Source: an optimization exercise on an open RTL-to-GDS flow (aim: small area, a short achievable clock period and few clock cycles). Production flows keep margins and buffers that such runs may drop.
Function was checked by simulation only, so behaviour that the tests miss may differ from the original.
In runs 3 to 7 the design's own scripts or RTL, not TritonCTS, make the clock network.
No driver is modelled on the clock port, so clock power and skew are understated where the tree is cut down; a real chip needs a root buffer or a tree.
Power is estimated from default activity; no workload was simulated.

==> flow/design.v <==
`default_nettype none
package conv_window_pkg;
    localparam int img_size    = 32;   
    localparam int kernel_size = 5;
    localparam int out_size    = img_size - kernel_size + 1;   
    localparam int num_lines   = 6;    
    localparam int pixel_w    = 8;
    localparam int col_w      = 5;
    localparam int fill_row_w = 6;     
    localparam int line_w     = 3;
    typedef logic [pixel_w-1:0] pixel_t;
    typedef logic signed [pixel_w-1:0] spixel_t;
    typedef spixel_t [kernel_size-1:0][kernel_size-1:0] window_t;
    typedef pixel_t [num_lines-1:0][kernel_size-1:0] block_t;
endpackage
`default_nettype wire
`timescale 1ns/1ns
`default_nettype none
module conv_window_top (
    input  wire                         clk,
    input  wire                         reset_n,
    input  wire                         i_start,
    input  wire                         i_pixel_valid,
    input  wire  [7:0]                  i_pixel,
    input  wire                         i_conv_ready,
    output logic                        o_fill_active,
    output logic [199:0]                o_window,   
    output logic                        o_conv_valid,
    output logic                        o_conv_row_start,
    output logic                        o_conv_row_end,
    output logic                        o_done
);
    localparam int img   = 32;
    localparam int ks    = 5;
    localparam int depth = (ks - 1) * img + ks - 1;   
    logic [7:0]         in_px;   
    logic [depth*8-1:0] chain;   
    logic       active;      
    logic       fill;        
    logic       pend;        
    logic       sh;          
    logic [4:0] row;         
    logic [4:0] col;
    logic       all_in;      
    logic take;
    logic new_win;
    logic want;
    logic show;
    logic show_start;
    logic show_end;
    logic show_last;
    logic pend_nxt;
    logic all_in_nxt;
    assign take        = i_pixel_valid && fill;
    assign new_win     = take && (row >= 5'd4) && (col >= 5'd4);
    assign want        = new_win || pend;
    assign show        = want && i_conv_ready;
    assign show_start  = pend ? (col == 5'd5) : (col == 5'd4);
    assign show_end    = pend ? (col == 5'd0) : (col == 5'd31);
    assign show_last   = pend ? all_in : (row == 5'd31 && col == 5'd31);
    assign pend_nxt    = want && !i_conv_ready;
    assign all_in_nxt  = all_in || (take && row == 5'd31 && col == 5'd31);
    assign o_fill_active = fill;
    always_comb begin
        for (int i = 0; i < ks; i++)
            for (int j = 0; j < ks; j++)
                if (i == ks - 1 && j == ks - 1)
                    o_window[(i*ks+j)*8 +: 8] = in_px;
                else
                    o_window[(i*ks+j)*8 +: 8] = chain[((ks-1-i)*img + (ks-1-j) - 1)*8 +: 8];
    end
    always_ff @(posedge clk) begin
        if (take) in_px <= i_pixel;
        if (sh) chain <= {chain[(depth-1)*8-1:0], in_px};
    end
    always_ff @(posedge clk) begin
        if (!reset_n) begin
            active           <= 1'b0;
            fill             <= 1'b0;
            pend             <= 1'b0;
            sh               <= 1'b0;
            row              <= '0;
            col              <= '0;
            all_in           <= 1'b0;
            o_conv_valid     <= 1'b0;
            o_conv_row_start <= 1'b0;
            o_conv_row_end   <= 1'b0;
            o_done           <= 1'b0;
        end else if (!active) begin
            pend             <= 1'b0;
            sh               <= 1'b0;
            row              <= '0;
            col              <= '0;
            all_in           <= 1'b0;
            o_conv_valid     <= 1'b0;
            o_conv_row_start <= 1'b0;
            o_conv_row_end   <= 1'b0;
            o_done           <= 1'b0;
            if (i_start) begin
                active <= 1'b1;
                fill   <= 1'b1;
            end
        end else begin
            if (take) begin
                col <= col + 1'b1;
                if (col == 5'd31) row <= row + 1'b1;
            end
            all_in           <= all_in_nxt;
            pend             <= pend_nxt;
            sh               <= (take || pend) && !pend_nxt;
            fill             <= !all_in_nxt && !pend_nxt;
            o_conv_valid     <= show;
            o_conv_row_start <= show && show_start;
            o_conv_row_end   <= show && show_end;
            o_done           <= show && show_last;
            if (show && show_last) begin
                active <= 1'b0;
                fill   <= 1'b0;
            end
        end
    end
endmodule
`default_nettype wire
==> flow/flow/run.sh <==
#!/bin/bash
set -euo pipefail
export BUFFER_PORTS_ARGS="-buffer_cell sky130_fd_sc_hd__buf_1"
export SETUP_SLACK_MARGIN=5.8
export CTS_ARGS="-sink_clustering_enable -repair_clock_nets -sink_clustering_size 30 -sink_clustering_max_diameter 100 -dont_use_dummy_load"
export POST_CTS_TCL="$(pwd)/flow/post_cts.tcl"
export PRE_DETAIL_PLACE_TCL="$(pwd)/flow/pre_dpl.tcl"
export PLACE_PINS_ARGS='-group_pins {o_window[0] o_window[8] o_window[16] o_window[24] o_window[32]} -group_pins {o_window[1] o_window[9] o_window[17] o_window[25] o_window[33]} -group_pins {o_window[2] o_window[10] o_window[18] o_window[26] o_window[34]} -group_pins {o_window[3] o_window[11] o_window[19] o_window[27] o_window[35]} -group_pins {o_window[4] o_window[12] o_window[20] o_window[28] o_window[36]} -group_pins {o_window[5] o_window[13] o_window[21] o_window[29] o_window[37]} -group_pins {o_window[6] o_window[14] o_window[22] o_window[30] o_window[38]} -group_pins {o_window[7] o_window[15] o_window[23] o_window[31] o_window[39]} -group_pins {o_window[40] o_window[48] o_window[56] o_window[64] o_window[72]} -group_pins {o_window[41] o_window[49] o_window[57] o_window[65] o_window[73]} -group_pins {o_window[42] o_window[50] o_window[58] o_window[66] o_window[74]} -group_pins {o_window[43] o_window[51] o_window[59] o_window[67] o_window[75]} -group_pins {o_window[44] o_window[52] o_window[60] o_window[68] o_window[76]} -group_pins {o_window[45] o_window[53] o_window[61] o_window[69] o_window[77]} -group_pins {o_window[46] o_window[54] o_window[62] o_window[70] o_window[78]} -group_pins {o_window[47] o_window[55] o_window[63] o_window[71] o_window[79]} -group_pins {o_window[80] o_window[88] o_window[96] o_window[104] o_window[112]} -group_pins {o_window[81] o_window[89] o_window[97] o_window[105] o_window[113]} -group_pins {o_window[82] o_window[90] o_window[98] o_window[106] o_window[114]} -group_pins {o_window[83] o_window[91] o_window[99] o_window[107] o_window[115]} -group_pins {o_window[84] o_window[92] o_window[100] o_window[108] o_window[116]} -group_pins {o_window[85] o_window[93] o_window[101] o_window[109] o_window[117]} -group_pins {o_window[86] o_window[94] o_window[102] o_window[110] o_window[118]} -group_pins {o_window[87] o_window[95] o_window[103] o_window[111] o_window[119]} -group_pins {o_window[120] o_window[128] o_window[136] o_window[144] o_window[152]} -group_pins {o_window[121] o_window[129] o_window[137] o_window[145] o_window[153]} -group_pins {o_window[122] o_window[130] o_window[138] o_window[146] o_window[154]} -group_pins {o_window[123] o_window[131] o_window[139] o_window[147] o_window[155]} -group_pins {o_window[124] o_window[132] o_window[140] o_window[148] o_window[156]} -group_pins {o_window[125] o_window[133] o_window[141] o_window[149] o_window[157]} -group_pins {o_window[126] o_window[134] o_window[142] o_window[150] o_window[158]} -group_pins {o_window[127] o_window[135] o_window[143] o_window[151] o_window[159]} -group_pins {o_window[160] o_window[168] o_window[176] o_window[184] o_window[192]} -group_pins {o_window[161] o_window[169] o_window[177] o_window[185] o_window[193]} -group_pins {o_window[162] o_window[170] o_window[178] o_window[186] o_window[194]} -group_pins {o_window[163] o_window[171] o_window[179] o_window[187] o_window[195]} -group_pins {o_window[164] o_window[172] o_window[180] o_window[188] o_window[196]} -group_pins {o_window[165] o_window[173] o_window[181] o_window[189] o_window[197]} -group_pins {o_window[166] o_window[174] o_window[182] o_window[190] o_window[198]} -group_pins {o_window[167] o_window[175] o_window[183] o_window[191] o_window[199]}'
bash standard.sh > flow_make.log 2>&1
==> flow/flow/post_cts.tcl <==
set block [ord::get_db_block]
set clk_net [$block findNet clk]
set roots {}
foreach it [$clk_net getITerms] { lappend roots [$it getInst] }
puts "post_cts: clock port drives [llength $roots] cell(s)"
if {[llength $roots] == 1} {
  set root [lindex $roots 0]
  set out_net [[$root findITerm X] getNet]
  set loads {}
  foreach it [$out_net getITerms] {
    if {[$it isInputSignal] || [[$it getMTerm] getIoType] eq "INPUT"} { lappend loads $it }
  }
  puts "post_cts: root [$root getName] drives [llength $loads] pin(s)"
  if {[llength $loads] <= 4} {
    foreach it $loads {
      $it disconnect
      $it connect $clk_net
    }
    [$root findITerm A] disconnect
    odb::dbInst_destroy $root
    odb::dbNet_destroy $out_net
    puts "post_cts: removed root buffer"
  }
}
estimate_parasitics -placement
report_clock_latency
==> flow/flow/pre_dpl.tcl <==
# Pull each register that drives an output port next to that port's buffer
# (and the register it feeds, unless that one drives a port itself), so the
# register's output sees a short wire. Registers that also feed logic stay
# where global placement put them. Detailed placement legalises after.
set block [ord::get_db_block]
set moved 0
set port_ff [dict create]
foreach bt [$block getBTerms] {
  if {[$bt getIoType] ne "OUTPUT"} continue
  set net [$bt getNet]
  set buf ""
  foreach it [$net getITerms] { if {[$it isOutputSignal]} { set buf [$it getInst] } }
  if {$buf eq ""} continue
  set bnet [[$buf findITerm A] getNet]
  set ff ""
  foreach it [$bnet getITerms] { if {[$it isOutputSignal]} { set ff [$it getInst] } }
  if {$ff eq "" || ![[$ff getMaster] isSequential]} continue
  set only_regs 1
  foreach it [$bnet getITerms] {
    set inst [$it getInst]
    if {$inst ne $ff && $inst ne $buf && ![[$inst getMaster] isSequential]} { set only_regs 0 }
  }
  if {!$only_regs} continue
  dict set port_ff [$ff getName] [list $ff $buf $bnet]
}
dict for {name v} $port_ff {
  lassign $v ff buf bnet
  set loc [$buf getLocation]
  $ff setLocation [lindex $loc 0] [lindex $loc 1]
  incr moved
  foreach it [$bnet getITerms] {
    set inst [$it getInst]
    if {$inst eq $ff || $inst eq $buf} continue
    if {[[$inst getMaster] isSequential] && ![dict exists $port_ff [$inst getName]]} {
      $inst setLocation [lindex $loc 0] [lindex $loc 1]
      incr moved
    }
  }
}
puts "pre_dpl: moved $moved register(s)"
==> flow/standard.sh <==
#!/bin/bash
# synth_recipe.tcl (not shown) runs the flow's synth.tcl, then flattens the netlist and writes it again
# the make line also repeats each setting of config.mk as NAME=value (left out here)
make -C /OpenROAD-flow-scripts/flow DESIGN_CONFIG=/design/flow/config.mk WORK_HOME=/design/flow/orfs CLKGATE_MAP_FILE= SYNTH_SCRIPT=/design/flow/synth_recipe.tcl "${@:-finish}"
==> flow/config.mk <==
export PLATFORM = sky130hd
export DESIGN_NAME = conv_window_top
export DESIGN_NICKNAME = conv_window_top
export VERILOG_FILES = /design/flow/design.v
export SDC_FILE = /design/flow/constraint.sdc
export NUM_CORES = 4
export LEC_CHECK = 0
export CAP_MARGIN = 20
export CELL_PAD_IN_SITES_DETAIL_PLACEMENT = 0
export CELL_PAD_IN_SITES_GLOBAL_PLACEMENT = 1
export CORE_MARGIN = 2
export CORE_UTILIZATION = 55
export GPL_ROUTABILITY_DRIVEN = 1
export PLACE_DENSITY = 0.65
export SLEW_MARGIN = 20
==> flow/constraint.sdc <==
create_clock -name core_clock -period 9.0 [get_ports {clk}]
set_input_delay 1.8000 -clock core_clock [delete_from_list [all_inputs] [get_ports {clk}]]
set_output_delay 1.8000 -clock core_clock [all_outputs]
set_load 0.01 [all_outputs]
==> impl_metrics.csv, run 1 <==
group,metric,value,unit
place,dpl.hpwl,17.5,mm
global_routing,first_global_vias,10600,
floorplanning,ioPinCount,218,
timing,post-route-min-period,2870,ps
logic_synthesis,async_reset_ff_share,0,%
drt,drc,0,
logic_synthesis,yosysMostFrequentCell,"edfxtp_1",
floorplanning,die_y,254,um
worst_hold_path,hp-class,"register to register",
timing,finalHoldViolCount,0,
logic_synthesis,synth_edf_count,1064,
setup_path,cp_slowest_cell,"dfxtp_1",
drt,firstDrtPassIters,4,
floorplanning,rows,91,
setup_path,critPathKind,"register to output pin",
global_routing,track_usage,11.1,%
global_routing,grt_max_degree,222,
logic_synthesis,synth_seq_cells,1083,
setup_path,endpoint_kind,"output pin",
setup_path,crit_chain,"buf_1",
timing,relSlewSlack,22.2,%
timing,rsz0062_at_grt,"false",
floorplanning,dieArea,0.0643,mm^2
timing,fin_tns_setup,0,ps
logic_synthesis,ys_seq_area_share,94.3,%
timing,setup_viol,0,
timing,clock.fmax,348,MHz
logic_synthesis,syn_area,0.0343,mm^2
timing,whs,388,ps
drt,routed_via_density,4.93,
logic_synthesis,avgSynthCellArea,25.4,um^2
global_routing,grt_pass1_wl,57.8,mm
finish,area.growth.synth_to_final,4.60,%
run_status,outcome,"no timing/DRC/antenna violations",
floorplanning,design.core.area,0.0616,mm^2
setup_path,cp.arrival,1070,ps
global_routing,antenna_found_initial,0,
floorplanning,start_util,55.6,%
power,total_power,7.67,mW
drt,ant_nets,0,
drt,drt_wl_total,37.0,mm
setup_path,crit_family,"flip-flops",
timing,worst_slew_pin_slew,1170,ps
timing,layout_worst_path_cycle_share,31.9,%
drt,wire_per_inst,16.4,um
power,powerDensity,214,mW/mm^2
drt,drtIter0Drc,1109,
setup_path,timing.critical_path.required,7200,ps
floorplanning,die_w,254,um
global_routing,grt.overflow.total,0,
finish,fillers,4281,
setup_path,path_buf_inv,1,
logic_synthesis,synthFlopType,"edfxtp_1",
logic_synthesis,yosys.area.top_type,"edfxtp_1",
setup_path,max_stage_delay,480,ps
finish,fin_area,0.0358,mm^2
timing,fin_skew,33.7,ps
clock_network,clk_pin_slew_worst_paths,100,ps
logic_synthesis,synthTopCellsByCount,"edfxtp_1 (1,064), buf_4 (192), dfxtp_1 (19)",
finish,layout.nets,1447,
finish,drive_above_1_share,4.00,%
power,irDropWorstVdd,144,uV
clock_network,cts.sinks,1083,
job,drv_cap,0,
logic_synthesis,synth_top_area_share,93.2,%
setup_path,worst_setup_path_start_kind,"register",
setup_path,worstPathMaxFanout,8,
place,place_area,0.0348,mm^2
logic_synthesis,synthCells,1351,
drt,vias,11100,
logic_synthesis,synth_area_leaders,"edfxtp_1 (93%), buf_4 (4.2%), dfxtp_1 (1.1%)",
place,port_buffers,217,
power,power.leakage,8.54,nW
logic_synthesis,syn_nets,1371,
setup_path,r2r_slack,6220,ps
logic_synthesis,synth.distinct_cells,36,
logic_synthesis,yosys_warnings,1,
clock_network,worst_skew_pair.late_latency,410,ps
timing,drv_slew,0,
place,finalWeightedCongestion,0.696,
finish,diodes,0,
[final cells by class]
cell class	count	area, um^2	share of cell area, %
Timing Repair Buffer	227	951	2.65
Clock buffer	41	1030	2.86
Inverter	6	22.5	0.0628
Tap cell	837	1050	2.92
Multi-Input combinational cell	68	465	1.30
Sequential cell	1083	32300	90.2
[state kept, by name, summed over array words and instances, names as in the netlist]
| signal | flops |
|---|---|
| active | 1 |
| sh | 1 |
| o_done | 1 |
| o_conv_row_start | 1 |
| o_conv_row_end | 1 |
| pend | 1 |
| in_px | 8 |
| all_in | 1 |
| fill | 1 |
| o_conv_valid | 1 |
| chain | 1056 |
| col | 5 |
| row | 5 |
[final timing paths]
check,startpoint,to,cells past startpoint
worst min-delay path,chain[89]$_DFFE_PP_,chain[97]$_DFFE_PP_,0
worst min register to register,chain[89]$_DFFE_PP_,chain[97]$_DFFE_PP_,0
worst max-delay path,fill$_SDFFE_PN0P_,o_fill_active,1
worst max register to register,sh$_SDFF_PN0_,chain[1036]$_DFFE_PP_,2
[stage by stage]
stage	setup slack (ps)	utilization [%]	cells
global placement	6040	56.5	2220
finish	6130	58.2	2262
floorplan	1040	-	1351
global route	6030	58.2	2262
detailed placement	5990	56.5	2220
[cell usage in the layout (no fill, tap or decap), drive strengths merged, types with 3 or more instances in the layout]
| master | synthesis | layout |
|---|---|---|
| nor2 | 8 | 8 |
| o21ai | 4 | 4 |
| inv | 6 | 6 |
| edfxtp | 1064 | 1064 |
| dfxtp | 19 | 19 |
| a21oi | 7 | 7 |
| buf | 193 | 227 |
| ha | 7 | 7 |
| nand2 | 9 | 9 |
| mux2i | 3 | 3 |
| clkbuf | 1 | 41 |
| nand3 | 4 | 4 |
[kinds of logic (layout without fill, tap and decap cells)]
kind of cell    count (synthesis)  in the layout  share of synthesized area [%]
flops                        1083           1083                           94.3
buf+inv                       200            274                           4.30
simple gates                   35             35                          0.522
compound gates                 19             19                          0.391
fa+ha+maj                       7              7                          0.256
xor+xnor                        4              4                          0.102
mux                             3              3                         0.0876
[where the power goes]
part	switching (mW)	total (mW)	internal (mW)	leakage [nW]
Clock	1.29	2.12	0.826	0.505
Sequential	0.00984	5.51	5.50	7.51
Combinational	0.0436	0.0511	0.00749	0.522
[metal layers]
layer	part of all wire (%)	GRT usage (%)
met5	0	0
met4	2.3	3.46
met3	3.8	2.06
met2	42	15.2
met1	51	18.3
Testbench counts, summed over its fixed seeds: cycles 24,624.
==> inputs of run 2 (changes only) <==
--- a/flow/flow/pre_dpl.tcl
+++ b/flow/flow/pre_dpl.tcl
@@ -38,3 +38,24 @@
   }
 }
 puts "pre_dpl: moved $moved register(s)"
+
+# A register that drives an output port and logic besides gets the strongest
+# drive of its cell type.
+set upsized 0
+foreach bt [$block getBTerms] {
+  if {[$bt getIoType] ne "OUTPUT"} continue
+  set buf ""
+  foreach it [[$bt getNet] getITerms] { if {[$it isOutputSignal]} { set buf [$it getInst] } }
+  if {$buf eq ""} continue
+  set bnet [[$buf findITerm A] getNet]
+  foreach it [$bnet getITerms] {
+    if {![$it isOutputSignal]} continue
+    set ff [$it getInst]
+    set m [[$ff getMaster] getName]
+    if {[llength [$bnet getITerms]] > 3 && [regsub {_[12]$} $m {_4} m4] && [llength [get_lib_cells -quiet */$m4]]} {
+      replace_cell [$ff getName] $m4
+      incr upsized
+    }
+  }
+}
+puts "pre_dpl: upsized $upsized register(s)"
==> run 2 against run 1 <==
Net effect: worst setup slack better by 62 ps; total power about the same; clock skew down 2.4 ps; sequential power about the same; final area about the same; area after synthesis unchanged; synthesized cell count unchanged; register-to-register slack about the same; largest cell class unchanged; largest power group unchanged; highest routed layer unchanged.
==> impl_metrics.csv, run 2 <==
group,metric,value,unit
power,power.leakage,8.54,nW
logic_synthesis,synth_top_area_share,93.2,%
power,power.internal,6.33,mW
global_routing,grt_pass1_wl,57.7,mm
finish,drive_above_1_share,4.07,%
floorplanning,design.core.area,0.0616,mm^2
logic_synthesis,synth.distinct_cells,36,
logic_synthesis,yosysMostFrequentCell,"edfxtp_1",
timing,fin_skew,31.3,ps
drt,ant_nets,0,
finish,fin_area,0.0359,mm^2
logic_synthesis,avgSynthCellArea,25.4,um^2
finish,largest_register_ffs,1056,
logic_synthesis,synth_area_leaders,"edfxtp_1 (93%), buf_4 (4.2%), dfxtp_1 (1.1%)",
logic_synthesis,synthFlopType,"edfxtp_1",
power,irDropWorstVdd,149,uV
logic_synthesis,ys_seq_area_share,94.3,%
timing,drv_slew,0,
clock_network,cts.sinks,1083,
timing,rsz0062_at_grt,"false",
global_routing,grt.overflow.total,0,
floorplanning,rows,91,
logic_synthesis,synth_seq_cells,1083,
power,powerDensity,214,mW/mm^2
timing,relSlewSlack,24.0,%
place,port_buffers,217,
drt,wire_per_inst,16.4,um
setup_path,endpoint_kind,"output pin",
timing,setup_viol,0,
power,p_seq_share,71.8,%
global_routing,grt_max_degree,222,
global_routing,track_usage,11.2,%
finish,max_flop_register,"chain",
drt,firstDrtPassIters,4,
finish,final_common_cell,"edfxtp_1",
setup_path,timing.critical_path.required,7200,ps
place,dpl.hpwl,17.5,mm
timing,clock.fmax,356,MHz
logic_synthesis,syn_nets,1371,
power,total_power,7.67,mW
timing,finalHoldViolCount,0,
setup_path,max_stage_delay,440,ps
floorplanning,die_w,254,um
finish,layout.nets,1447,
logic_synthesis,synth_edf_count,1064,
logic_synthesis,yosys_warnings,1,
global_routing,first_global_vias,10500,
finish,reg_top3,"chain: 1056 flops, in_px: 8 flops",
drt,drt_wl_total,37.0,mm
place,place_inst,2220,
floorplanning,ioPinCount,218,
timing,layout_worst_path_cycle_share,31.2,%
drt,vias,11100,
timing,post-route-min-period,2810,ps
floorplanning,start_util,55.6,%
job,drv_cap,0,
setup_path,r2r_slack,6220,ps
finish,fillers,4290,
logic_synthesis,async_reset_ff_share,0,%
drt,routed_via_density,4.92,
clock_network,worst_skew_pair.late_latency,410,ps
power,switching_share,17.5,%
logic_synthesis,synthTopCellsByCount,"edfxtp_1 (1,064), buf_4 (192), dfxtp_1 (19)",
global_routing,antenna_found_initial,0,
setup_path,cp_slowest_cell,"edfxtp_1",
place,finalWeightedCongestion,0.696,
logic_synthesis,syn_area,0.0343,mm^2
setup_path,cp.arrival,1010,ps
finish,area.growth.synth_to_final,4.61,%
finish,diodes,0,
floorplanning,die_y,254,um
setup_path,path_buf_inv,1,
worst_hold_path,hp-class,"register to register",
timing,fin_tns_setup,0,ps
place,place_area,0.0348,mm^2
run_status,outcome,"no timing/DRC/antenna violations",
setup_path,crit_family,"flip-flops",
logic_synthesis,synthCells,1351,
clock_network,clk_pin_slew_worst_paths,110,ps
setup_path,crit_chain,"buf_1",
setup_path,worst_setup_path_start_kind,"register",
drt,drtIter0Drc,1157,
drt,drc,0,
power,pwr-share-clk,27.6,%
power,p_switching,1.34,mW
finish,layout_common_cells,"edfxtp_1 (1,064), buf_1 (217), clkbuf_16 (41)",
setup_path,critPathKind,"register to output pin",
finish,fin_cells,2262,
power,power_frac_comb,0.7,%
setup_path,worstPathMaxFanout,2,
timing,worst_slew_pin_slew,1140,ps
floorplanning,dieArea,0.0643,mm^2
logic_synthesis,yosys.area.top_type,"edfxtp_1",
run 2: cell counts after synthesis:
No cell type changed its count.
run 2: layout make-up:
| type | count | area (um^2) | share of cell area (%) |
|---|---|---|---|
| flip-flops and latches | 1083 | 32300 | 90.2 |
| multi-input cells | 68 | 465 | 1.30 |
| inverters | 6 | 22.5 | 0.0628 |
| clock buffers | 41 | 1030 | 2.86 |
| repair buffers | 227 | 951 | 2.65 |
| well taps | 837 | 1050 | 2.92 |
run 2: cell families after synthesis:
kind of cell / Yosys count / synth area share (%)
mux: 3 / 0.0876
compound gates: 19 / 0.391
simple gates: 35 / 0.522
flops: 1083 / 94.3
buf+inv: 200 / 4.30
xor+xnor: 4 / 0.102
fa+ha+maj: 7 / 0.256
run 2: through the flow:
step / hold slack (ps) / utilization (%) / setup WS [ps]
after floorplan: 400 / - / 1040
after global placement: 402 / 56.5 / 6040
after detailed placement: 405 / 56.5 / 5980
after global routing: 398 / 58.2 / 6020
final: 389 / 58.2 / 6190
run 2: power groups by stage:
stage,Sequential [mW],Combinational [mW],Clock (mW)
floorplan,5.67,0.0116,0
global placement,5.62,0.0496,0
detailed placement,5.62,0.0523,0
global route,5.51,0.0573,2.38
finish,5.51,0.0509,2.12
run 2: metal layers:
layer	part of all wire [%]	up-vias	global-route usage, %
li1	-	5149	-
met1	51	5739	18.3
met2	43	190	15.3
met3	4.0	51	2.08
met4	2.3	0	3.48
met5	0	-	0
run 2: path summary, 6_finish.rpt:
path	start	to	depth (start not counted)
setup / recovery	chain[268]$_DFFE_PP_	o_window[140]	1
hold / removal	chain[89]$_DFFE_PP_	chain[97]$_DFFE_PP_	0
setup reg to reg	sh$_SDFF_PN0_	chain[1036]$_DFFE_PP_	2
hold reg to reg	chain[89]$_DFFE_PP_	chain[97]$_DFFE_PP_	0
==> inputs of run 3 (changes only) <==
==> flow/flow/run.sh (replaced) <==
#!/bin/bash
set -euo pipefail
export BUFFER_PORTS_ARGS="-buffer_cell sky130_fd_sc_hd__buf_1"
export SETUP_SLACK_MARGIN=6.4
export SKIP_CTS_REPAIR_TIMING=1
export CTS_ARGS="-sink_clustering_enable -repair_clock_nets -sink_clustering_size 30 -sink_clustering_max_diameter 100 -dont_use_dummy_load"
export POST_CTS_TCL="$(pwd)/flow/post_cts.tcl"
export CLK_INV_L1=sky130_fd_sc_hd__inv_16
export CLK_INV_L2=sky130_fd_sc_hd__inv_12
export PRE_DETAIL_PLACE_TCL="$(pwd)/flow/pre_dpl.tcl"
export PLACE_PINS_ARGS='-group_pins {o_window[0] o_window[8] o_window[16] o_window[24] o_window[32]} -group_pins {o_window[1] o_window[9] o_window[17] o_window[25] o_window[33]} -group_pins {o_window[2] o_window[10] o_window[18] o_window[26] o_window[34]} -group_pins {o_window[3] o_window[11] o_window[19] o_window[27] o_window[35]} -group_pins {o_window[4] o_window[12] o_window[20] o_window[28] o_window[36]} -group_pins {o_window[5] o_window[13] o_window[21] o_window[29] o_window[37]} -group_pins {o_window[6] o_window[14] o_window[22] o_window[30] o_window[38]} -group_pins {o_window[7] o_window[15] o_window[23] o_window[31] o_window[39]} -group_pins {o_window[40] o_window[48] o_window[56] o_window[64] o_window[72]} -group_pins {o_window[41] o_window[49] o_window[57] o_window[65] o_window[73]} -group_pins {o_window[42] o_window[50] o_window[58] o_window[66] o_window[74]} -group_pins {o_window[43] o_window[51] o_window[59] o_window[67] o_window[75]} -group_pins {o_window[44] o_window[52] o_window[60] o_window[68] o_window[76]} -group_pins {o_window[45] o_window[53] o_window[61] o_window[69] o_window[77]} -group_pins {o_window[46] o_window[54] o_window[62] o_window[70] o_window[78]} -group_pins {o_window[47] o_window[55] o_window[63] o_window[71] o_window[79]} -group_pins {o_window[80] o_window[88] o_window[96] o_window[104] o_window[112]} -group_pins {o_window[81] o_window[89] o_window[97] o_window[105] o_window[113]} -group_pins {o_window[82] o_window[90] o_window[98] o_window[106] o_window[114]} -group_pins {o_window[83] o_window[91] o_window[99] o_window[107] o_window[115]} -group_pins {o_window[84] o_window[92] o_window[100] o_window[108] o_window[116]} -group_pins {o_window[85] o_window[93] o_window[101] o_window[109] o_window[117]} -group_pins {o_window[86] o_window[94] o_window[102] o_window[110] o_window[118]} -group_pins {o_window[87] o_window[95] o_window[103] o_window[111] o_window[119]} -group_pins {o_window[120] o_window[128] o_window[136] o_window[144] o_window[152]} -group_pins {o_window[121] o_window[129] o_window[137] o_window[145] o_window[153]} -group_pins {o_window[122] o_window[130] o_window[138] o_window[146] o_window[154]} -group_pins {o_window[123] o_window[131] o_window[139] o_window[147] o_window[155]} -group_pins {o_window[124] o_window[132] o_window[140] o_window[148] o_window[156]} -group_pins {o_window[125] o_window[133] o_window[141] o_window[149] o_window[157]} -group_pins {o_window[126] o_window[134] o_window[142] o_window[150] o_window[158]} -group_pins {o_window[127] o_window[135] o_window[143] o_window[151] o_window[159]} -group_pins {o_window[160] o_window[168] o_window[176] o_window[184] o_window[192]} -group_pins {o_window[161] o_window[169] o_window[177] o_window[185] o_window[193]} -group_pins {o_window[162] o_window[170] o_window[178] o_window[186] o_window[194]} -group_pins {o_window[163] o_window[171] o_window[179] o_window[187] o_window[195]} -group_pins {o_window[164] o_window[172] o_window[180] o_window[188] o_window[196]} -group_pins {o_window[165] o_window[173] o_window[181] o_window[189] o_window[197]} -group_pins {o_window[166] o_window[174] o_window[182] o_window[190] o_window[198]} -group_pins {o_window[167] o_window[175] o_window[183] o_window[191] o_window[199]}'
bash standard.sh > flow_make.log 2>&1
==> flow/flow/post_cts.tcl (replaced) <==
set block [ord::get_db_block]
set db [ord::get_db]
set clk_net [$block findNet clk]

proc loads_of {net} {
  set l {}
  foreach it [$net getITerms] {
    if {[$it isInputSignal] || [[$it getMTerm] getIoType] eq "INPUT"} { lappend l $it }
  }
  return $l
}

set roots {}
foreach it [$clk_net getITerms] { lappend roots [$it getInst] }
puts "post_cts: clock port drives [llength $roots] cell(s)"
if {[llength $roots] == 1} {
  set root [lindex $roots 0]
  set out_net [[$root findITerm X] getNet]
  set loads [loads_of $out_net]
  puts "post_cts: root [$root getName] drives [llength $loads] pin(s)"
  if {[llength $loads] <= 4} {
    foreach it $loads {
      $it disconnect
      $it connect $clk_net
    }
    [$root findITerm A] disconnect
    odb::dbInst_destroy $root
    odb::dbNet_destroy $out_net
    puts "post_cts: removed root buffer"
  }
}

# Check the tree: port -> level 1 buffers -> level 2 buffers -> registers only
set level1 {}
set level2 {}
set ok 1
foreach it [loads_of $clk_net] {
  set inst [$it getInst]
  if {![string match *clkbuf* [[$inst getMaster] getName]]} { set ok 0; continue }
  lappend level1 $inst
  foreach it2 [loads_of [[$inst findITerm X] getNet]] {
    set i2 [$it2 getInst]
    if {![string match *clkbuf* [[$i2 getMaster] getName]]} { set ok 0; continue }
    lappend level2 $i2
    foreach it3 [loads_of [[$i2 findITerm X] getNet]] {
      if {![[[$it3 getInst] getMaster] isSequential]} { set ok 0 }
    }
  }
}
set nregs 0
foreach inst [$block getInsts] {
  if {[[$inst getMaster] isSequential]} { incr nregs }
}
set reached 0
foreach i2 $level2 { incr reached [llength [loads_of [[$i2 findITerm X] getNet]]] }
puts "post_cts: level 1 [llength $level1], level 2 [llength $level2], registers $reached of $nregs, ok $ok"

proc swap_to_inv {inst master_name} {
  set block [ord::get_db_block]
  set m [[ord::get_db] findMaster $master_name]
  set name [$inst getName]
  set loc [$inst getLocation]
  set in_net [[$inst findITerm A] getNet]
  set out_net [[$inst findITerm X] getNet]
  odb::dbInst_destroy $inst
  set new [odb::dbInst_create $block $m $name]
  $new setLocation [lindex $loc 0] [lindex $loc 1]
  $new setPlacementStatus PLACED
  [$new findITerm A] connect $in_net
  [$new findITerm Y] connect $out_net
}

if {$ok && $reached == $nregs && [llength $level1] <= 4} {
  foreach inst $level1 { swap_to_inv $inst $::env(CLK_INV_L1) }
  foreach inst $level2 { swap_to_inv $inst $::env(CLK_INV_L2) }
  puts "post_cts: clock tree levels now inverters"
  detailed_placement
  check_placement -verbose
}
estimate_parasitics -placement
report_clock_latency
report_clock_min_period
==> run 3 against run 2 <==
Net effect: hold slack better by 2.3 ps; flip-flop and latch count stayed put; worst setup slack better by 180 ps; fmax is 6.9% higher; sequential power hardly changed; largest power group unchanged; highest routed layer unchanged.
==> impl_metrics.csv, run 3 <==
group,metric,value,unit
run_status,outcome,"no timing/DRC/antenna violations",
logic_synthesis,synthMuxAreaShare,0.0876,%
timing,fin_skew,33.8,ps
global_routing,antenna_found_initial,0,
timing,fin_tns_setup,0,ps
global_routing,grt.overflow.total,0,
logic_synthesis,synth_seq_cells,1083,
logic_synthesis,synthFlopType,"edfxtp_1",
timing,setup_viol,0,
drt,routed_via_density,4.90,
finish,fin_area,0.0363,mm^2
logic_synthesis,async_reset_ff_share,0,%
power,powerDensity,203,mW/mm^2
timing,rsz0062_at_grt,"true",
logic_synthesis,synthCells,1351,
timing,relSlewSlack,32.5,%
logic_synthesis,avgSynthCellArea,25.4,um^2
finish,drive_above_1_share,19.6,%
finish,layout_common_cells,"edfxtp_1 (1,064), clkbuf_2 (168), buf_4 (62)",
global_routing,first_global_vias,10600,
floorplanning,dieArea,0.0643,mm^2
logic_synthesis,synthSimpleGateAreaFrac,0.522,%
setup_path,endpoint_kind,"output pin",
drt,ant_nets,0,
timing,worst_slew_pin_slew,1010,ps
logic_synthesis,synthTopCellsByCount,"edfxtp_1 (1,064), buf_4 (192), dfxtp_1 (19)",
global_routing,grt_pass1_wl,57.7,mm
finish,fillers,4329,
place,dpl.hpwl,17.5,mm
worst_hold_path,min-delay-start,"chain[89]$_DFFE_PP_",
floorplanning,design.core.area,0.0616,mm^2
finish,max_flop_register,"chain",
finish,area.growth.synth_to_final,5.83,%
logic_synthesis,yosys_warnings,1,
setup_path,worstPathMaxFanout,2,
finish,reg_top3,"chain: 1056 flops, in_px: 8 flops",
global_routing,track_usage,11.1,%
setup_path,cp.arrival,830,ps
logic_synthesis,synth_top_family_by_area,"buffers and inverters",
clock_network,cts.sinks,1083,
floorplanning,ioPinCount,218,
timing,clock.fmax,381,MHz
finish,final_common_cell,"edfxtp_1",
setup_path,critPathKind,"register to output pin",
floorplanning,rows,91,
setup_path,crit_chain,"clkbuf_2",
finish,multi_input_area,478,um^2
logic_synthesis,yosysMostFrequentCell,"edfxtp_1",
logic_synthesis,synth_xor_area_share,0.102,%
setup_path,max_stage_delay,430,ps
place,port_buffers,217,
setup_path,r2r_slack,6500,ps
finish,seqCellArea,0.0323,mm^2
drt,vias,11400,
timing,layout_worst_path_cycle_share,29.2,%
drt,drc,0,
power,irDropWorstVdd,212,uV
logic_synthesis,synth_area_leaders,"edfxtp_1 (93%), buf_4 (4.2%), dfxtp_1 (1.1%)",
worst_hold_path,holdPathStages,0,
setup_path,crit_family,"flip-flops",
logic_synthesis,synth_compound_area_share,0.391,%
finish,diodes,0,
floorplanning,start_util,55.6,%
logic_synthesis,ys_seq_area_share,94.3,%
setup_path,timing.critical_path.required,7200,ps
timing,drv_slew,0,
power,power.leakage,9.08,nW
drt,drtIter0Drc,1141,
logic_synthesis,synthAdderAreaFrac,0.256,%
setup_path,cp_slowest_cell,"edfxtp_1",
drt,firstDrtPassIters,6,
logic_synthesis,yosys.area.top_type,"edfxtp_1",
drt,drt_wl_total,38.0,mm
finish,largest_register_ffs,1056,
setup_path,path_buf_inv,1,
logic_synthesis,synth.distinct_cells,36,
setup_path,timing.rr.end,"chain[686]$_DFFE_PP_",
clock_network,clk_pin_slew_worst_paths,100,ps
drt,wire_per_inst,16.4,um
logic_synthesis,syn_nets,1371,
place,place_area,0.0348,mm^2
worst_hold_path,hp-class,"register to register",
floorplanning,die_y,254,um
setup_path,reg2reg_depth,3,
timing,post-route-min-period,2630,ps
logic_synthesis,synth_top_area_share,93.2,%
floorplanning,die_w,254,um
worst_hold_path,worstHoldEndpoint,"chain[97]$_DFFE_PP_",
timing,finalHoldViolCount,0,
job,drv_cap,0,
place,finalWeightedCongestion,0.696,
clock_network,worst_skew_pair.late_latency,240,ps
setup_path,reg2reg_from,"sh$_SDFF_PN0_",
logic_synthesis,synth_edf_count,1064,
finish,layout.nets,1510,
global_routing,grt_max_degree,222,
timing,whs,391,ps
setup_path,worst_setup_path_start_kind,"register",
logic_synthesis,syn_area,0.0343,mm^2
## run 3: cell counts after synthesis
No cell type changed its count.
## run 3: power by group
part | leakage, nW | internal (mW) | switching, mW
clock network | 0.309 | 0.244 | 1.54
logic | 1.26 | 0.0124 | 0.0453
registers | 7.51 | 5.50 | 0.00958
## run 3: logic make-up (layout without fill, tap and decap cells)
family	after synthesis	after routing
buffers and inverters	200	337
AND/OR/NAND/NOR	35	35
multiplexers	3	3
flip-flops	1083	1083
XOR/XNOR	4	4
adder cells (fa/ha/maj)	7	7
AO/OA/AOI/OAI	19	19
## run 3: how the worst max path moves through the flow
stage                         startpoint              endpoint  slack (ps)  cells past startpoint
floorplan                  sh$_SDFF_PN0_    chain[0]$_DFFE_PP_        1040                      0
global placement           i_pixel_valid   col[0]$_SDFFE_PN0P_        6040                      5
finish              chain[513]$_DFFE_PP_         o_window[105]        6370                      1
detailed placement         i_pixel_valid    in_px[2]$_DFFE_PP_        5980                      3
global route               sh$_SDFF_PN0_  chain[978]$_DFFE_PP_        6300                      3
## run 3: cell type report
class	instances	area share [%]
Sequential cell	1083	89.2
Tap cell	837	2.89
Timing Repair Buffer	290	4.68
Inverter	47	1.95
Multi-Input combinational cell	68	1.32
## run 3: metrics by stage
step           setup slack [ps]  power, mW  util (%)  std cells
2_1_floorplan              1040       5.68         -       1351
6_report                   6370       7.35      58.9       2325
5_1_grt                    6300       7.62      58.9       2325
3_5_place_dp               5980       5.68      56.5       2220
3_3_place_gp               6040       5.67      56.5       2220
## run 3: metal layers
layer	global-route usage, %	up-vias	wire length [um]
met5	0	-	0
met4	3.66	0	974
met3	1.94	55	1440
met2	15.4	182	16800
met1	18.2	5877	18900
li1	-	5288	-
==> inputs of run 4 (changes only) <==
--- a/flow/flow/run.sh
+++ b/flow/flow/run.sh
@@ -1,7 +1,7 @@
 #!/bin/bash
 set -euo pipefail
 export BUFFER_PORTS_ARGS="-buffer_cell sky130_fd_sc_hd__buf_1"
-export SETUP_SLACK_MARGIN=6.4
+export SETUP_SLACK_MARGIN=6.36
 export SKIP_CTS_REPAIR_TIMING=1
 export CTS_ARGS="-sink_clustering_enable -repair_clock_nets -sink_clustering_size 30 -sink_clustering_max_diameter 100 -dont_use_dummy_load"
 export POST_CTS_TCL="$(pwd)/flow/post_cts.tcl"
==> run 4 against run 3 <==
Net effect: area after synthesis is the same; final cell count shrank 1.3%; fmax is essentially flat; critical path type unchanged; final area shrank 1.1%; first-iteration DRC count shrank 0.79%; hold slack is essentially flat; clock skew is essentially flat; synthesized cell count is the same; still clean on timing, DRC and antenna; largest power group unchanged; highest routed layer unchanged; sequential power is essentially flat; flip-flop and latch count is the same.
==> impl_metrics.csv, run 4 <==
group,metric,value,unit
worst_hold_path,holdPathStages,0,
floorplanning,die_y,254,um
run_status,outcome,"no timing/DRC/antenna violations",
logic_synthesis,yosys.area.top_type,"edfxtp_1",
setup_path,crit_chain,"clkbuf_2",
floorplanning,die_w,254,um
logic_synthesis,syn_nets,1371,
global_routing,antenna_found_initial,0,
logic_synthesis,async_reset_ff_share,0,%
clock_network,cts.sinks,1083,
place,dpl.hpwl,17.5,mm
worst_hold_path,hp-class,"register to register",
setup_path,cp_slowest_cell,"edfxtp_1",
drt,wire_per_inst,16.4,um
setup_path,max_stage_delay,430,ps
logic_synthesis,synth_area_leaders,"edfxtp_1 (93%), buf_4 (4.2%), dfxtp_1 (1.1%)",
job,drv_cap,0,
drt,drc,0,
timing,drv_slew,0,
timing,layout_worst_path_cycle_share,29.2,%
setup_path,critPathKind,"register to output pin",
logic_synthesis,yosys_warnings,1,
logic_synthesis,synthFlopType,"edfxtp_1",
logic_synthesis,syn_area,0.0343,mm^2
drt,firstDrtPassIters,4,
timing,setup_viol,0,
logic_synthesis,synthTopCellsByCount,"edfxtp_1 (1,064), buf_4 (192), dfxtp_1 (19)",
logic_synthesis,yosysMostFrequentCell,"edfxtp_1",
global_routing,grt.overflow.total,0,
place,finalWeightedCongestion,0.696,
finish,layout.nets,1480,
finish,drive_above_1_share,8.16,%
finish,max_flop_register,"chain",
floorplanning,start_util,55.6,%
setup_path,worst_setup_path_start_kind,"register",
timing,rsz0062_at_grt,"true",
logic_synthesis,synth_top_area_share,93.2,%
floorplanning,design.core.area,0.0616,mm^2
place,port_buffers,217,
timing,worst_slew_pin_slew,1000,ps
logic_synthesis,ys_seq_area_share,94.3,%
setup_path,worstPathMaxFanout,2,
setup_path,cp.arrival,830,ps
finish,largest_register_ffs,1056,
finish,reg_top3,"chain: 1056 flops, in_px: 8 flops",
timing,fin_tns_setup,0,ps
timing,relSlewSlack,33.0,%
timing,finalHoldViolCount,0,
clock_network,clk_pin_slew_worst_paths,100,ps
logic_synthesis,synth_seq_cells,1083,
power,power.leakage,8.57,nW
drt,ant_nets,0,
global_routing,grt_max_degree,222,
clock_network,worst_skew_pair.late_latency,240,ps
worst_hold_path,worstHoldEndpoint,"chain[97]$_DFFE_PP_",
setup_path,timing.critical_path.required,7200,ps
finish,diodes,0,
drt,vias,11300,
timing,fin_skew,34.1,ps
power,total_power,7.35,mW
setup_path,path_buf_inv,1,
finish,final_common_cell,"edfxtp_1",
floorplanning,ioPinCount,218,
setup_path,reg2reg_depth,3,
timing,post-route-min-period,2630,ps
logic_synthesis,synthCells,1351,
logic_synthesis,avgSynthCellArea,25.4,um^2
setup_path,r2r_slack,6500,ps
power,powerDensity,205,mW/mm^2
setup_path,reg2reg_from,"sh$_SDFF_PN0_",
drt,routed_via_density,4.91,
worst_hold_path,min-delay-start,"chain[89]$_DFFE_PP_",
setup_path,crit_family,"flip-flops",
global_routing,first_global_vias,10600,
setup_path,endpoint_kind,"output pin",
logic_synthesis,synth_edf_count,1064,
finish,fillers,4324,
logic_synthesis,synth.distinct_cells,36,
global_routing,track_usage,11.1,%
timing,clock.fmax,381,MHz
setup_path,timing.rr.end,"chain[686]$_DFFE_PP_",
floorplanning,rows,91,
global_routing,grt_pass1_wl,57.7,mm
finish,area.growth.synth_to_final,4.63,%
drt,drt_wl_total,37.5,mm
floorplanning,dieArea,0.0643,mm^2
finish,layout_common_cells,"edfxtp_1 (1,064), buf_1 (191), inv_12 (37)",
drt,drtIter0Drc,1132,
power,irDropWorstVdd,212,uV
## run 4: power breakdown
part           switching (mW)  total [mW]  internal [mW]
combinational          0.0443      0.0547         0.0104
sequential             0.0101        5.51           5.50
clock                    1.54        1.78          0.244
## run 4: area by class of cell
| type | instances | area (um^2) | area share (%) |
|---|---|---|---|
| inverter | 47 | 708 | 1.98 |
| multi-input combinational | 68 | 470 | 1.31 |
| sequential | 1083 | 32300 | 90.2 |
| tap | 837 | 1050 | 2.92 |
| timing repair buffer | 260 | 1290 | 3.60 |
## run 4: worst max path at each step
| stage | end | startpoint | depth (start not counted) | slack, ps |
|---|---|---|---|---|
| 2_1_floorplan | chain[0]$_DFFE_PP_ | sh$_SDFF_PN0_ | 0 | 1040 |
| 3_3_place_gp | col[0]$_SDFFE_PN0P_ | i_pixel_valid | 5 | 6040 |
| 3_5_place_dp | in_px[2]$_DFFE_PP_ | i_pixel_valid | 3 | 5980 |
| 5_1_grt | chain[978]$_DFFE_PP_ | sh$_SDFF_PN0_ | 3 | 6300 |
| 6_report | o_window[105] | chain[513]$_DFFE_PP_ | 1 | 6370 |
## run 4: per-layer routing
| metal | vias up | GRT usage [%] | share of wire [%] |
|---|---|---|---|
| met1 | 5809 | 18.2 | 50 |
| met2 | 189 | 15.4 | 43 |
| met3 | 55 | 1.94 | 3.8 |
| met5 | - | 0 | 0 |
| li1 | 5223 | - | - |
| met4 | 0 | 3.66 | 2.6 |
## run 4: logic make-up after synthesis
kind of cell,Yosys count,synth area share [%]
xor gates and xnor gates,4,0.102
and+or+nand+nor,35,0.522
buffers and inverters,200,4.30
DFF,1083,94.3
AOI/OAI and AO/OA,19,0.391
adders and majority gates,7,0.256
muxes,3,0.0876
## run 4: stage by stage
step | instances | hold WS, ps | setup slack [ps] | instance area [um^2] | utilization (%)
after floorplan | 1351 | 400 | 1040 | 34300 | -
after global placement | 2220 | 402 | 6040 | 34800 | 56.5
after detailed placement | 2220 | 405 | 5980 | 34800 | 56.5
after global routing | 2295 | 399 | 6300 | 35900 | 58.2
final | 2295 | 390 | 6370 | 35900 | 58.2
==> inputs of run 5 (changes only) <==
--- a/flow/flow/run.sh
+++ b/flow/flow/run.sh
@@ -1,7 +1,7 @@
 #!/bin/bash
 set -euo pipefail
 export BUFFER_PORTS_ARGS="-buffer_cell sky130_fd_sc_hd__buf_1"
-export SETUP_SLACK_MARGIN=6.36
+export SETUP_SLACK_MARGIN=6.3
 export SKIP_CTS_REPAIR_TIMING=1
 export CTS_ARGS="-sink_clustering_enable -repair_clock_nets -sink_clustering_size 30 -sink_clustering_max_diameter 100 -dont_use_dummy_load"
 export POST_CTS_TCL="$(pwd)/flow/post_cts.tcl"
==> run 5 against run 4 <==
Net effect: fmax decreased by 0.19%; synthesized cell count unchanged; via count decreased by 0.82%; critical path depth unchanged; worst setup slack got worse by 5.1 ps; first-iteration DRC count decreased by 9.0%; flip-flop and latch count unchanged; clock skew about the same; sequential power about the same; hold slack about the same; critical path type unchanged; critical endpoint is now o_window[140].
==> impl_metrics.csv, run 5 <==
group,metric,value,unit
logic_synthesis,yosysMostFrequentCell,"edfxtp_1",
run_status,outcome,"no timing/DRC/antenna violations",
power,irDropWorstVdd,212,uV
logic_synthesis,yosys_warnings,1,
floorplanning,design.core.area,0.0616,mm^2
logic_synthesis,synth_seq_cells,1083,
floorplanning,rows,91,
floorplanning,dieArea,0.0643,mm^2
finish,layout.nets,1451,
timing,layout_worst_path_cycle_share,29.3,%
place,place_area,0.0348,mm^2
timing,worst_slew_pin_slew,1010,ps
global_routing,grt-busiest-layer,"met1",
drt,wire_per_inst,16.5,um
timing,drv_slew,0,
finish,final_core_utilization,57.8,%
logic_synthesis,synth_area_leaders,"edfxtp_1 (93%), buf_4 (4.2%), dfxtp_1 (1.1%)",
timing,setup_viol,0,
logic_synthesis,synthCells,1351,
logic_synthesis,async_reset_ff_share,0,%
finish,multi_input_area,470,um^2
timing,setup_slack,6370,ps
place,dpl.hpwl,17.5,mm
finish,largest_register_ffs,1056,
global_routing,use_met2,15.4,%
setup_path,cp_slowest_cell,"edfxtp_1",
finish,drive_above_1_share,4.48,%
setup_path,critPathKind,"register to output pin",
place,finalWeightedCongestion,0.696,
logic_synthesis,synth_edf_count,1064,
setup_path,crit_family,"flip-flops",
setup_path,cp.arrival,830,ps
timing,fin_skew,34.6,ps
logic_synthesis,synthFlopType,"edfxtp_1",
finish,diodes,0,
drt,firstDrtPassIters,4,
drt,drt_wl_total,37.3,mm
drt,vias,11200,
logic_synthesis,yosys.area.top_type,"edfxtp_1",
global_routing,grt.overflow.total,0,
global_routing,track_usage,11.1,%
timing,rsz0062_at_grt,"true",
setup_path,timing.critical_path.required,7200,ps
finish,max_flop_register,"chain",
clock_network,clk_pin_slew_worst_paths,100,ps
job,drv_cap,0,
global_routing,grt_max_degree,222,
global_routing,first_global_vias,10600,
finish,seqCellArea,0.0323,mm^2
logic_synthesis,synth_top_area_share,93.2,%
floorplanning,die_y,254,um
floorplanning,die_w,254,um
global_routing,grt_use_met3,1.94,%
finish,area.growth.synth_to_final,3.91,%
global_routing,gr-usage-met1,18.2,%
finish,final_common_cell,"edfxtp_1",
logic_synthesis,ys_seq_area_share,94.3,%
setup_path,path_buf_inv,1,
timing,finalHoldViolCount,0,
logic_synthesis,syn_nets,1371,
clock_network,worst_skew_pair.late_latency,240,ps
drt,drc,0,
timing,fin_tns_setup,0,ps
power,powerDensity,206,mW/mm^2
setup_path,max_stage_delay,430,ps
drt,ant_nets,0,
logic_synthesis,synth.distinct_cells,36,
floorplanning,ioPinCount,218,
place,pre_cts_ws,5980,ps
finish,fin_area,0.0356,mm^2
worst_hold_path,hp-class,"register to register",
timing,post-route-min-period,2630,ps
finish,reg_top3,"chain: 1056 flops, in_px: 8 flops",
place,port_buffers,217,
setup_path,worstPathMaxFanout,2,
power,power.leakage,8.38,nW
drt,drtIter0Drc,1030,
timing,relSlewSlack,32.6,%
drt,routed_via_density,4.94,
global_routing,grt_pass1_wl,57.7,mm
floorplanning,start_util,55.6,%
setup_path,worst_setup_path_start_kind,"register",
setup_path,endpoint_kind,"output pin",
global_routing,antenna_found_initial,0,
timing,clock.fmax,380,MHz
setup_path,crit_chain,"buf_1",
logic_synthesis,syn_area,0.0343,mm^2
logic_synthesis,avgSynthCellArea,25.4,um^2
timing,whs,390,ps
finish,fillers,4331,
logic_synthesis,synthTopCellsByCount,"edfxtp_1 (1,064), buf_4 (192), dfxtp_1 (19)",
finish,layout_common_cells,"edfxtp_1 (1,064), buf_1 (217), inv_12 (37)",
clock_network,cts.sinks,1083,
-- run 5: cell count changes in the layout (fill, tap and decap cells not counted) --
cell,change
buf_1,+26
buf_12,-1
buf_16,+1
buf_4,-28
buf_6,-1
clkbuf_2,-26
-- run 5: path summary, 6_finish.rpt --
kind	to	slack (ps)	start	cells after the start
worst max-delay path	o_window[140]	6370	chain[268]$_DFFE_PP_	1
worst max register to register	chain[856]$_DFFE_PP_	6470	sh$_SDFF_PN0_	3
worst min-delay path	chain[97]$_DFFE_PP_	390	chain[89]$_DFFE_PP_	0
worst min register to register	chain[97]$_DFFE_PP_	390	chain[89]$_DFFE_PP_	0
-- run 5: kinds of logic (layout without fill, tap and decap cells) --
| logic type | count (synthesis) | after routing | share of synthesized area, % |
|---|---|---|---|
| AO/OA/AOI/OAI | 19 | 19 | 0.391 |
| multiplexers | 3 | 3 | 0.0876 |
| adder cells (fa/ha/maj) | 7 | 7 | 0.256 |
| flip-flops | 1083 | 1083 | 94.3 |
| buffers and inverters | 200 | 278 | 4.30 |
| AND/OR/NAND/NOR | 35 | 35 | 0.522 |
| XOR/XNOR | 4 | 4 | 0.102 |
-- run 5: layout make-up --
cell class | instances | share of cell area (%)
Inverter | 47 | 1.99
Timing Repair Buffer | 231 | 2.94
Sequential cell | 1083 | 90.8
Tap cell | 837 | 2.94
Multi-Input combinational cell | 68 | 1.32
-- run 5: layer usage --
metal,share of wire [%],up-vias
li1,-,5172
met1,51,5753
met2,43,203
met3,3.9,55
met4,2.6,0
met5,0,-
-- run 5: where the power goes --
part           internal (mW)  switching, mW  total [mW]
clock network          0.244           1.54        1.78
registers               5.50         0.0101        5.51
logic                0.00967         0.0442      0.0538
-- run 5: metrics by stage --
stage	power, mW	cells
2_1_floorplan	5.68	1351
3_3_place_gp	5.67	2220
3_5_place_dp	5.68	2220
5_1_grt	7.62	2266
6_report	7.35	2266
==> inputs of run 6 (changes only) <==
==> flow/flow/run.sh (replaced) <==
#!/bin/bash
set -euo pipefail
export BUFFER_PORTS_ARGS="-buffer_cell sky130_fd_sc_hd__buf_1"
export SETUP_SLACK_MARGIN=6.4
export SKIP_CTS_REPAIR_TIMING=1
export CTS_ARGS="-sink_clustering_enable -repair_clock_nets -sink_clustering_size 20 -sink_clustering_max_diameter 80 -dont_use_dummy_load"
export POST_CTS_TCL="$(pwd)/flow/post_cts.tcl"
export CLK_INV_L1=sky130_fd_sc_hd__inv_16
export CLK_INV_L2=sky130_fd_sc_hd__inv_8
export PRE_DETAIL_PLACE_TCL="$(pwd)/flow/pre_dpl.tcl"
export PLACE_PINS_ARGS='-group_pins {o_window[0] o_window[8] o_window[16] o_window[24] o_window[32]} -group_pins {o_window[1] o_window[9] o_window[17] o_window[25] o_window[33]} -group_pins {o_window[2] o_window[10] o_window[18] o_window[26] o_window[34]} -group_pins {o_window[3] o_window[11] o_window[19] o_window[27] o_window[35]} -group_pins {o_window[4] o_window[12] o_window[20] o_window[28] o_window[36]} -group_pins {o_window[5] o_window[13] o_window[21] o_window[29] o_window[37]} -group_pins {o_window[6] o_window[14] o_window[22] o_window[30] o_window[38]} -group_pins {o_window[7] o_window[15] o_window[23] o_window[31] o_window[39]} -group_pins {o_window[40] o_window[48] o_window[56] o_window[64] o_window[72]} -group_pins {o_window[41] o_window[49] o_window[57] o_window[65] o_window[73]} -group_pins {o_window[42] o_window[50] o_window[58] o_window[66] o_window[74]} -group_pins {o_window[43] o_window[51] o_window[59] o_window[67] o_window[75]} -group_pins {o_window[44] o_window[52] o_window[60] o_window[68] o_window[76]} -group_pins {o_window[45] o_window[53] o_window[61] o_window[69] o_window[77]} -group_pins {o_window[46] o_window[54] o_window[62] o_window[70] o_window[78]} -group_pins {o_window[47] o_window[55] o_window[63] o_window[71] o_window[79]} -group_pins {o_window[80] o_window[88] o_window[96] o_window[104] o_window[112]} -group_pins {o_window[81] o_window[89] o_window[97] o_window[105] o_window[113]} -group_pins {o_window[82] o_window[90] o_window[98] o_window[106] o_window[114]} -group_pins {o_window[83] o_window[91] o_window[99] o_window[107] o_window[115]} -group_pins {o_window[84] o_window[92] o_window[100] o_window[108] o_window[116]} -group_pins {o_window[85] o_window[93] o_window[101] o_window[109] o_window[117]} -group_pins {o_window[86] o_window[94] o_window[102] o_window[110] o_window[118]} -group_pins {o_window[87] o_window[95] o_window[103] o_window[111] o_window[119]} -group_pins {o_window[120] o_window[128] o_window[136] o_window[144] o_window[152]} -group_pins {o_window[121] o_window[129] o_window[137] o_window[145] o_window[153]} -group_pins {o_window[122] o_window[130] o_window[138] o_window[146] o_window[154]} -group_pins {o_window[123] o_window[131] o_window[139] o_window[147] o_window[155]} -group_pins {o_window[124] o_window[132] o_window[140] o_window[148] o_window[156]} -group_pins {o_window[125] o_window[133] o_window[141] o_window[149] o_window[157]} -group_pins {o_window[126] o_window[134] o_window[142] o_window[150] o_window[158]} -group_pins {o_window[127] o_window[135] o_window[143] o_window[151] o_window[159]} -group_pins {o_window[160] o_window[168] o_window[176] o_window[184] o_window[192]} -group_pins {o_window[161] o_window[169] o_window[177] o_window[185] o_window[193]} -group_pins {o_window[162] o_window[170] o_window[178] o_window[186] o_window[194]} -group_pins {o_window[163] o_window[171] o_window[179] o_window[187] o_window[195]} -group_pins {o_window[164] o_window[172] o_window[180] o_window[188] o_window[196]} -group_pins {o_window[165] o_window[173] o_window[181] o_window[189] o_window[197]} -group_pins {o_window[166] o_window[174] o_window[182] o_window[190] o_window[198]} -group_pins {o_window[167] o_window[175] o_window[183] o_window[191] o_window[199]}'
bash standard.sh > flow_make.log 2>&1
==> run 6 against run 5 <==
Net effect: register-to-register slack better by 80 ps; fmax up 0.22%; critical endpoint is now o_window[105]; critical path type unchanged; still clean on timing, DRC and antenna; flip-flop and latch count unchanged; highest routed layer unchanged; global-route usage up 0.18 points; largest cell class unchanged; area after synthesis unchanged; sequential power about the same; clock power about the same; sequential share of layout area down 1.8 points; via count up 3.0%; final cell count up 3.5%; largest power group unchanged; clock skew down 7.1 ps; worst setup slack better by 5.9 ps.
==> impl_metrics.csv, run 6 <==
group,metric,value,unit
global_routing,track_usage,11.3,%
power,power.leakage,9.15,nW
finish,layout_common_cells,"edfxtp_1 (1,064), clkbuf_2 (164), buf_4 (63)",
clock_network,clk_pin_slew_worst_paths,90,ps
setup_path,path_buf_inv,1,
setup_path,max_stage_delay,430,ps
drt,vias,11500,
logic_synthesis,synth_top_area_share,93.2,%
setup_path,cp.arrival,830,ps
setup_path,timing.rr.end,"chain[567]$_DFFE_PP_",
floorplanning,die_w,254,um
finish,diodes,0,
setup_path,cp_slowest_cell,"edfxtp_1",
logic_synthesis,synth_area_leaders,"edfxtp_1 (93%), buf_4 (4.2%), dfxtp_1 (1.1%)",
finish,largest_register_ffs,1056,
setup_path,startpoint,"chain[513]$_DFFE_PP_",
logic_synthesis,ys_seq_area_share,94.3,%
finish,seqCellArea,0.0323,mm^2
finish,multi_input_area,478,um^2
logic_synthesis,async_reset_ff_share,0,%
logic_synthesis,syn_area,0.0343,mm^2
logic_synthesis,yosys_warnings,1,
run_status,outcome,"no timing/DRC/antenna violations",
worst_hold_path,hp-class,"register to register",
drt,wire_per_inst,16.5,um
job,drv_cap,0,
timing,fin_skew,27.5,ps
finish,reg_top3,"chain: 1056 flops, in_px: 8 flops",
floorplanning,design.core.area,0.0616,mm^2
logic_synthesis,synth_edf_count,1064,
place,port_buffers,217,
timing,post-route-min-period,2630,ps
timing,relSlewSlack,32.0,%
timing,setup_viol,0,
logic_synthesis,syn_nets,1371,
timing,layout_worst_path_cycle_share,29.2,%
power,powerDensity,203,mW/mm^2
logic_synthesis,yosysMostFrequentCell,"edfxtp_1",
floorplanning,dieArea,0.0643,mm^2
global_routing,first_global_vias,10800,
finish,final_common_cell,"edfxtp_1",
floorplanning,ioPinCount,218,
drt,drc,0,
logic_synthesis,avgSynthCellArea,25.4,um^2
setup_path,endpoint_kind,"output pin",
clock_network,cts.sinks,1083,
timing,fin_tns_setup,0,ps
place,finalWeightedCongestion,0.696,
drt,routed_via_density,4.91,
setup_path,timing.critical_path.required,7200,ps
timing,rsz0062_at_grt,"true",
setup_path,worstPathMaxFanout,2,
power,irDropWorstVdd,218,uV
timing,finalHoldViolCount,0,
setup_path,worst_setup_path_start_kind,"register",
setup_path,reg2reg_depth,3,
finish,max_flop_register,"chain",
drt,drt_wl_total,38.7,mm
global_routing,grt_max_degree,222,
floorplanning,rows,91,
drt,ant_nets,0,
logic_synthesis,synthFlopType,"edfxtp_1",
global_routing,grt.overflow.total,0,
setup_path,crit_chain,"clkbuf_2",
power,total_power,7.38,mW
drt,drtIter0Drc,1074,
global_routing,antenna_found_initial,0,
logic_synthesis,yosys.area.top_type,"edfxtp_1",
floorplanning,start_util,55.6,%
logic_synthesis,synth.distinct_cells,36,
floorplanning,die_y,254,um
global_routing,grt_pass1_wl,58.7,mm
logic_synthesis,synthTopCellsByCount,"edfxtp_1 (1,064), buf_4 (192), dfxtp_1 (19)",
place,dpl.hpwl,17.5,mm
timing,drv_slew,0,
drt,firstDrtPassIters,4,
setup_path,cp_num_cells,1,
finish,fillers,4336,
setup_path,crit_family,"flip-flops",
setup_path,reg2reg_from,"sh$_SDFF_PN0_",
setup_path,setup.worst_path.end,"o_window[105]",
finish,layout.nets,1530,
timing,worst_slew_pin_slew,1020,ps
setup_path,r2r_slack,6550,ps
finish,area.growth.synth_to_final,5.99,%
clock_network,worst_skew_pair.late_latency,230,ps
logic_synthesis,synth_seq_cells,1083,
finish,drive_above_1_share,20.4,%
logic_synthesis,synthCells,1351,
timing,clock.fmax,381,MHz
setup_path,critPathKind,"register to output pin",
run 6: cell counts after synthesis:
Identical to the previous run, type by type.
run 6: worst min-delay path by stage:
stage	from	to	slack, ps	cells after the start
after floorplan	chain[992]$_DFFE_PP_	chain[1000]$_DFFE_PP_	400	0
after global placement	chain[491]$_DFFE_PP_	chain[499]$_DFFE_PP_	400	0
after detailed placement	chain[1006]$_DFFE_PP_	chain[1014]$_DFFE_PP_	400	0
after global routing	chain[177]$_DFFE_PP_	chain[185]$_DFFE_PP_	400	0
final	chain[177]$_DFFE_PP_	chain[185]$_DFFE_PP_	400	0
run 6: per-layer routing:
metal | vias up | track usage (%) | wire, um
met5 | - | 0 | 0
met4 | 0 | 3.95 | 953
met3 | 65 | 2.25 | 1620
met2 | 218 | 15.5 | 17000
met1 | 5903 | 18.3 | 19200
li1 | 5335 | - | -
run 6: power by group:
| part | leakage [nW] | switching [mW] | internal (mW) |
|---|---|---|---|
| clock | 0.372 | 1.57 | 0.244 |
| sequential | 7.51 | 0.00958 | 5.50 |
| combinational | 1.27 | 0.0458 | 0.0135 |
| total | 9.15 | 1.62 | 5.76 |
run 6: layout make-up:
type / count / area share (%)
sequential: 1083 / 89.0
inverter: 65 / 2.00
tap: 837 / 2.88
multi-input combinational: 68 / 1.32
timing repair buffer: 292 / 4.77
run 6: per-stage QoR:
step / setup slack [ps] / area [um^2] / utilization [%] / std cells / hold slack, ps
3_5_place_dp: 5980 / 34800 / 56.5 / 2220 / 405
6_report: 6370 / 36300 / 59.0 / 2345 / 396
3_3_place_gp: 6040 / 34800 / 56.5 / 2220 / 402
5_1_grt: 6330 / 36300 / 59.0 / 2345 / 402
2_1_floorplan: 1040 / 34300 / - / 1351 / 400
run 6: cells by family (layout without fill, tap and decap cells):
group | Yosys count | in the layout | synth area share (%)
XOR/XNOR | 4 | 4 | 0.102
multiplexers | 3 | 3 | 0.0876
adder cells (fa/ha/maj) | 7 | 7 | 0.256
AND/OR/NAND/NOR | 35 | 35 | 0.522
flip-flops | 1083 | 1083 | 94.3
AO/OA/AOI/OAI | 19 | 19 | 0.391
buffers and inverters | 200 | 357 | 4.30
==> inputs of run 7 (changes only) <==
--- a/flow/flow/run.sh
+++ b/flow/flow/run.sh
@@ -1,9 +1,9 @@
 #!/bin/bash
 set -euo pipefail
 export BUFFER_PORTS_ARGS="-buffer_cell sky130_fd_sc_hd__buf_1"
-export SETUP_SLACK_MARGIN=6.4
+export SETUP_SLACK_MARGIN=6.3
 export SKIP_CTS_REPAIR_TIMING=1
-export CTS_ARGS="-sink_clustering_enable -repair_clock_nets -sink_clustering_size 20 -sink_clustering_max_diameter 80 -dont_use_dummy_load"
+export CTS_ARGS="-sink_clustering_enable -repair_clock_nets -sink_clustering_size 22 -sink_clustering_max_diameter 80 -dont_use_dummy_load"
 export POST_CTS_TCL="$(pwd)/flow/post_cts.tcl"
 export CLK_INV_L1=sky130_fd_sc_hd__inv_16
 export CLK_INV_L2=sky130_fd_sc_hd__inv_8
==> run 7 against run 6 <==
Net effect: final area decreased by 2.1%; area after synthesis unchanged; critical endpoint unchanged; largest cell class unchanged; sequential power about the same; highest routed layer unchanged; flip-flop and latch count unchanged; synthesized cell count unchanged; first-iteration DRC count increased by 1.2%; critical path depth unchanged; critical path type unchanged; still clean; die area unchanged; via count decreased by 2.4%; register-to-register slack got worse by 90 ps; routed wire length decreased by 2.2%; utilization decreased by 1.2 points.
==> impl_metrics.csv, run 7 <==
group,metric,value,unit
run_status,outcome,"no timing/DRC/antenna violations",
logic_synthesis,synth.distinct_cells,36,
setup_path,r2r_slack,6460,ps
clock_network,worst_skew_pair.late_latency,240,ps
timing,clock.fmax,380,MHz
finish,drive_above_1_share,5.34,%
floorplanning,design.core.area,0.0616,mm^2
finish,seqCellArea,0.0323,mm^2
job,drv_cap,0,
timing,rsz0062_at_grt,"true",
clock_network,cts.sinks,1083,
timing,layout_worst_path_cycle_share,29.2,%
place,place_inst,2220,
timing,fin_tns_setup,0,ps
timing,worst_slew_pin_slew,1000,ps
global_routing,grt_pass1_wl,58.7,mm
drt,drc,0,
setup_path,reg2reg_from,"sh$_SDFF_PN0_",
logic_synthesis,synth_seq_cells,1083,
logic_synthesis,async_reset_ff_share,0,%
timing,post-route-min-period,2630,ps
setup_path,critPathKind,"register to output pin",
finish,layout_common_cells,"edfxtp_1 (1,064), buf_1 (217), inv_8 (50)",
setup_path,worstPathMaxFanout,2,
logic_synthesis,yosys_warnings,1,
setup_path,crit_chain,"buf_1",
global_routing,first_global_vias,10700,
power,total_power,7.32,mW
drt,drtIter0Drc,1087,
logic_synthesis,ys_seq_area_share,94.3,%
place,pre_cts_ws,5980,ps
floorplanning,start_util,55.6,%
timing,drv_slew,0,
finish,fillers,4323,
drt,wire_per_inst,16.6,um
place,dpl.hpwl,17.5,mm
power,powerDensity,206,mW/mm^2
setup_path,reg2reg_depth,3,
drt,ant_nets,0,
setup_path,path_buf_inv,1,
finish,reg_top3,"chain: 1056 flops, in_px: 8 flops",
finish,layout.nets,1464,
finish,area.growth.synth_to_final,3.80,%
worst_hold_path,holdPathStages,0,
setup_path,cp_num_cells,1,
finish,diodes,0,
setup_path,cp.arrival,830,ps
place,finalWeightedCongestion,0.696,
drt,firstDrtPassIters,4,
-- run 7: cell counts after synthesis --
Identical to the previous run, type by type.
-- run 7: power by group --
part	internal [mW]	switching, mW	total, mW
Sequential	5.50	0.0101	5.51
Clock	0.228	1.53	1.76
Combinational	0.00967	0.0442	0.0539
Total	5.74	1.59	7.32
-- run 7: area by class of cell --
class	instances	area share, %
Inverter	60	1.88
Multi-Input combinational cell	68	1.32
Sequential cell	1083	90.9
Tap cell	837	2.94
Timing Repair Buffer	231	2.94
-- run 7: worst max path at each step --
| stage | start | endpoint | slack, ps |
|---|---|---|---|
| floorplan | sh$_SDFF_PN0_ | chain[0]$_DFFE_PP_ | 1040 |
| global placement | i_pixel_valid | col[0]$_SDFFE_PN0P_ | 6040 |
| detailed placement | i_pixel_valid | in_px[2]$_DFFE_PP_ | 5980 |
| global route | sh$_SDFF_PN0_ | chain[51]$_DFFE_PP_ | 6290 |
| finish | chain[513]$_DFFE_PP_ | o_window[105] | 6370 |
-- run 7: logic make-up (layout without fill, tap and decap cells) --
group                      count (synthesis)  after routing  share of synthesized area [%]
AOI/OAI and AO/OA                         19             19                          0.391
adders and majority gates                  7              7                          0.256
and+or+nand+nor                           35             35                          0.522
muxes                                      3              3                         0.0876
buffers and inverters                    200            291                           4.30
xor gates and xnor gates                   4              4                          0.102
DFF                                     1083           1083                           94.3
-- run 7: metal layers --
metal | part of all wire, % | vias up | track usage [%]
met1 | 50 | 5767 | 18.4
li1 | - | 5199 | -
met2 | 43 | 216 | 15.5
met5 | 0 | - | 0
met3 | 4.3 | 65 | 2.18
met4 | 2.6 | 0 | 3.97
-- run 7: stage by stage --
| step | hold slack, ps | cell area [um^2] | util [%] |
|---|---|---|---|
| floorplan | 400 | 34300 | - |
| global placement | 402 | 34800 | 56.5 |
| detailed placement | 405 | 34800 | 56.5 |
| global route | 396 | 35600 | 57.7 |
| finish | 404 | 35600 | 57.7 |

Check on run 7: ideal ports give 6.369 ns setup slack; a clkbuf_16 on the clock port and buf_2 on the inputs give 6.144 ns; moving port delays by the midpoint clock arrival (0.443 ns) as well gives 6.115 ns.
